From an optimization exercise on the open Yosys and OpenROAD flow, aimed at small area, a short achievable clock period and few clock cycles per item; shortcuts taken in it are not production practice.
Only simulation tests tie the RTL to the original design; equivalence was not proved.
The clock input has no modelled driver; a real chip could not lean on it and would need a root buffer or a full tree.
No activity file was given, so power comes from the tool's default toggle rates.

## rev 12
// conv_top
module conv_top (
    input  logic                   sclk,
    input  logic                   s_rst_n,
    input  logic                   cal_start,
    output logic                   busy,
    output conv_pkg::col_addr_t    data_rd_addr,
    output conv_pkg::band_t        row_cnt,
    input  conv_pkg::pix_col_t     col_data,
    output conv_pkg::param_addr_t  param_rd_addr,
    input  conv_pkg::weight_t      param_w_h0,
    input  conv_pkg::weight_t      param_w_h1,
    input  conv_pkg::weight_t      param_w_h2,
    input  conv_pkg::weight_t      param_w_h3,
    input  conv_pkg::weight_t      param_w_h4,
    output conv_pkg::kernel_t      bias_rd_addr,
    input  conv_pkg::bias_t        param_bias,
    output conv_pkg::act_t         conv_rslt_act,
    output logic                   conv_rslt_act_vld
);
Settings: LEC_CHECK=0, CAP_MARGIN=20, CORE_MARGIN=2, CORE_UTILIZATION=40, CTS_BUF_LIST=sky130_fd_sc_hd__clkbuf_16, CTS_CLUSTER_DIAMETER=100, CTS_CLUSTER_SIZE=30, SLEW_MARGIN=20; clock period 28.0 ns.
standard.sh (not shown) runs the stock make flow with config.mk's settings and CLKGATE_MAP_FILE= SYNTH_SCRIPT=/design/flow/synth_recipe.tcl, a recipe that flattens the netlist after the stock synthesis.
==> flow/flow/run.sh <==
#!/bin/bash
# Standard synthesis, then flow/polarity.py drops the inverters that
# synthesis leaves between full adders (a full adder is self-dual, so an fa
# cell may work on inverted signals), then the standard layout from the
# edited netlist, with port buffers of fixed cells (flow/pre_resize.tcl) and
# one level less in the clock tree (flow/post_cts.tcl). Make output goes to
# standard_*.log here, each tool's own log to orfs/logs.
set -euo pipefail
R=$PWD/orfs/results/sky130hd/conv_top/base
KN=("BUFFER_PORTS_ARGS=-outputs -buffer_cell sky130_fd_sc_hd__buf_2" "PRE_RESIZE_TCL=$PWD/flow/pre_resize.tcl" "POST_CTS_TCL=$PWD/flow/post_cts.tcl")
if [[ -f flow/knobs.txt ]]; then
  while read -r line; do [[ -n "$line" ]] && KN+=("$line"); done < flow/knobs.txt
fi
bash standard.sh "${KN[@]}" "$R/1_2_yosys.v" > standard_synth.log 2>&1
cp "$R/1_2_yosys.v" "$R/1_2_yosys_std.v"
python3 flow/polarity.py "$R/1_2_yosys_std.v" "$R/1_2_yosys.v" > polarity.log 2>&1
bash standard.sh "${KN[@]}" finish > standard.log 2>&1
==> flow/flow/knobs.txt <==
SETUP_SLACK_MARGIN=21.4
CTS_ARGS=-sink_clustering_enable -repair_clock_nets -sink_clustering_size 30 -sink_clustering_max_diameter 100 -buf_list sky130_fd_sc_hd__clkbuf_16 -dont_use_dummy_load
SKIP_REPAIR_TIE_FANOUT=1
Other scripts of this flow, unchanged in this note and not shown: flow/flow/polarity.py, flow/flow/post_cts.tcl, flow/flow/pre_resize.tcl
In summary, rev 12 completed successfully, with a layout that passed the timing, DRC and antenna checks.
Testbench counts of rev 12, summed over its fixed seeds: cycles 21,648, results 18,432.
Edits applied to the flow inputs when going from rev 12 to rev 13:
- CTS_CLUSTER_SIZE removed (was 30)
- CORE_UTILIZATION changed from 40 to 60
- CTS_BUF_LIST removed (was sky130_fd_sc_hd__clkbuf_16)
- CTS_CLUSTER_DIAMETER removed (was 100)
==> flow/flow/knobs.txt <==
SETUP_SLACK_MARGIN=21.4
CTS_ARGS=-sink_clustering_enable -repair_clock_nets -sink_clustering_size 30 -sink_clustering_max_diameter 100 -buf_list sky130_fd_sc_hd__clkbuf_16 -dont_use_dummy_load
Results
~same synthesized cell count in rev 13 and rev 12
The number of placed cells counting well taps number comes out higher for rev 12 vs rev 13.
When the final numbers for rev 13 and rev 12 were put side by side, the vertical extent of the die turned out to be smaller in rev 13.
Rev 13 vs rev 12 — area occupied by multi-input gates climbed slightly
Rev 13 ends up with a post-synthesis to final-layout area growth that is 0.64 points lower than in rev 12.


Setup of oak:
conv_top again, from the RTL that the note above started with.
// conv_top
module conv_top (
    input  logic                   sclk,
    input  logic                   s_rst_n,
    input  logic                   cal_start,
    output logic                   busy,
    output conv_pkg::col_addr_t    data_rd_addr,
    output conv_pkg::band_t        row_cnt,
    input  conv_pkg::pix_col_t     col_data,
    output conv_pkg::param_addr_t  param_rd_addr,
    input  conv_pkg::weight_t      param_w_h0,
    input  conv_pkg::weight_t      param_w_h1,
    input  conv_pkg::weight_t      param_w_h2,
    input  conv_pkg::weight_t      param_w_h3,
    input  conv_pkg::weight_t      param_w_h4,
    output conv_pkg::kernel_t      bias_rd_addr,
    input  conv_pkg::bias_t        param_bias,
    output conv_pkg::act_t         conv_rslt_act,
    output logic                   conv_rslt_act_vld
);
==> flow/config.mk <==
export PLATFORM = sky130hd
export DESIGN_NAME = conv_top
export DESIGN_NICKNAME = conv_top
export VERILOG_FILES = /design/flow/design.v
export SDC_FILE = /design/flow/constraint.sdc
export NUM_CORES = 4
export LEC_CHECK = 0
export CAP_MARGIN = 20
export CORE_MARGIN = 2
export CORE_UTILIZATION = 40
export CTS_BUF_LIST = sky130_fd_sc_hd__clkbuf_16
export CTS_CLUSTER_DIAMETER = 100
export CTS_CLUSTER_SIZE = 30
export SLEW_MARGIN = 20
==> flow/constraint.sdc <==
create_clock -name core_clock -period 28.0 [get_ports {sclk}]
set_input_delay 5.6000 -clock core_clock [delete_from_list [all_inputs] [get_ports {sclk}]]
set_output_delay 5.6000 -clock core_clock [all_outputs]
set_load 0.01 [all_outputs]
==> flow/flow/knobs.txt <==
SETUP_SLACK_MARGIN=21.6
==> flow/flow/post_cts.tcl <==
# Runs at the end of the CTS step (POST_CTS_TCL). Takes out the middle level
# of the clock tree: the leaf buffers are driven by the root buffer itself,
# which cuts one buffer delay from every register's clock. The tree stays
# balanced: every register is still two buffers from the clock port.
set block [ord::get_db_block]
set port_net [$block findNet sclk]
proc is_clkbuf {inst} {
  return [string match "sky130_fd_sc_hd__clkbuf_*" [[$inst getMaster] getName]]
}
proc out_net {inst} {
  foreach it [$inst getITerms] {
    if {[$it isOutputSignal]} { return [$it getNet] }
  }
  return "NULL"
}
set roots {}
foreach it [$port_net getITerms] {
  set inst [$it getInst]
  if {[is_clkbuf $inst]} { lappend roots $inst }
}
if {[llength $roots] == 1} {
  set root [lindex $roots 0]
  set rnet [out_net $root]
  set mids {}
  set others 0
  foreach it [$rnet getITerms] {
    set inst [$it getInst]
    if {$inst eq $root} { continue }
    if {[is_clkbuf $inst]} { lappend mids $inst } else { incr others }
  }
  puts "post_cts: root [$root getName], [llength $mids] middle buffers, $others other loads"
  foreach mid $mids {
    set mnet [out_net $mid]
    set ok 1
    foreach it [$mnet getITerms] {
      set inst [$it getInst]
      if {$inst eq $mid} { continue }
      if {![is_clkbuf $inst]} { set ok 0 }
    }
    if {!$ok} { puts "post_cts: [$mid getName] drives registers, kept"; continue }
    foreach it [$mnet getITerms] {
      set inst [$it getInst]
      if {$inst eq $mid} { continue }
      $it disconnect
      $it connect $rnet
    }
    puts "post_cts: removed [$mid getName]"
    odb::dbInst_destroy $mid
    odb::dbNet_destroy $mnet
  }
  estimate_parasitics -placement
  report_clock_skew
} else {
  puts "post_cts: [llength $roots] root buffers, tree kept"
}
==> flow/flow/pre_resize.tcl <==
# Runs before the resize step (PRE_RESIZE_TCL). Global placement gave every
# output port a buf_2 (BUFFER_PORTS_ARGS); each input port gets a buf_1 here,
# which the step's repair and the detailed placement then handle as usual.
buffer_ports -inputs -buffer_cell sky130_fd_sc_hd__buf_1
Scripts as last shown in full above: flow/flow/run.sh
Other scripts of this flow, unchanged in this note and not shown: flow/flow/polarity.py
oak finished every stage and its layout cleared the timing, DRC and antenna checks.
Testbench counts of oak, summed over its fixed seeds: cycles 21,648, results 18,432.
Here is what was changed in the inputs of pine compared with oak.
==> flow/flow/run.sh <==
#!/bin/bash
# Standard synthesis, then flow/polarity.py drops the inverters that
# synthesis leaves between full adders (a full adder is self-dual, so an fa
# cell may work on inverted signals), then the standard layout from the
# edited netlist, with port buffers of a fixed cell. Make output goes to
# standard_*.log here, each tool's own log to orfs/logs.
set -euo pipefail
R=$PWD/orfs/results/sky130hd/conv_top/base
KN=("BUFFER_PORTS_ARGS=-buffer_cell sky130_fd_sc_hd__buf_2")
if [[ -f flow/knobs.txt ]]; then
  while read -r line; do [[ -n "$line" ]] && KN+=("$line"); done < flow/knobs.txt
fi
bash standard.sh "${KN[@]}" "$R/1_2_yosys.v" > standard_synth.log 2>&1
cp "$R/1_2_yosys.v" "$R/1_2_yosys_std.v"
python3 flow/polarity.py "$R/1_2_yosys_std.v" "$R/1_2_yosys.v" > polarity.log 2>&1
bash standard.sh "${KN[@]}" finish > standard.log 2>&1
==> flow/flow/knobs.txt <==
SETUP_SLACK_MARGIN=21.4
removed: flow/flow/post_cts.tcl
removed: flow/flow/pre_resize.tcl
### Flow results
pine | stages: all done | timing, DRC, antenna: all pass. Sequential share of layout area sits lower in pine than in oak. Worst-case vdd ir drop (higher): oak. Summary: with oak as the reference, design area in pine moved up slightly. The core utilization of the finished layout number comes out higher for pine vs oak. Run comparison: oak end point of the critical path busy; pine end point of the critical path row_cnt[0]. pine against oak: total via count after detailed routing -about 0.32%; final weighted congestion in routability-driven placement ~0 delta; non-filler instance count after layout ~0 delta.

[what the ideal ports hide]
In the flow no input, the clock included, has a driving cell. The finished layouts below were timed again as built, in two steps.
Step 1 (the two cells are an assumption about what drives the block):
set clk [get_ports {sclk}]
set_driving_cell -lib_cell sky130_fd_sc_hd__clkbuf_16 $clk
set_driving_cell -lib_cell sky130_fd_sc_hd__buf_2 [delete_from_list [all_inputs] $clk]
Step 2 also shifts input and output timing later by t, the mid clock arrival at the registers, as if the neighbouring blocks saw the same clock.
a / b / c = ideal / step 1 / step 2; a / b = the first two.
run	shift t [ns]	setup WS [ns]	hold slack, ns
rev 12	0.388	21.487 / 21.385 / 21.648	0.280 / 0.280 / 0.280
rev 13	0.396	21.508 / 21.415 / 21.602	0.327 / 0.327 / 0.327
oak	0.484	21.391 / 21.344 / 21.603	0.346 / 0.346 / 0.346
pine	0.555	21.323 / 21.273 / 21.629	0.330 / 0.330 / 0.330
After both steps setup and hold are still met in every run listed. The worst setup slack also covers recovery checks on asynchronous resets.
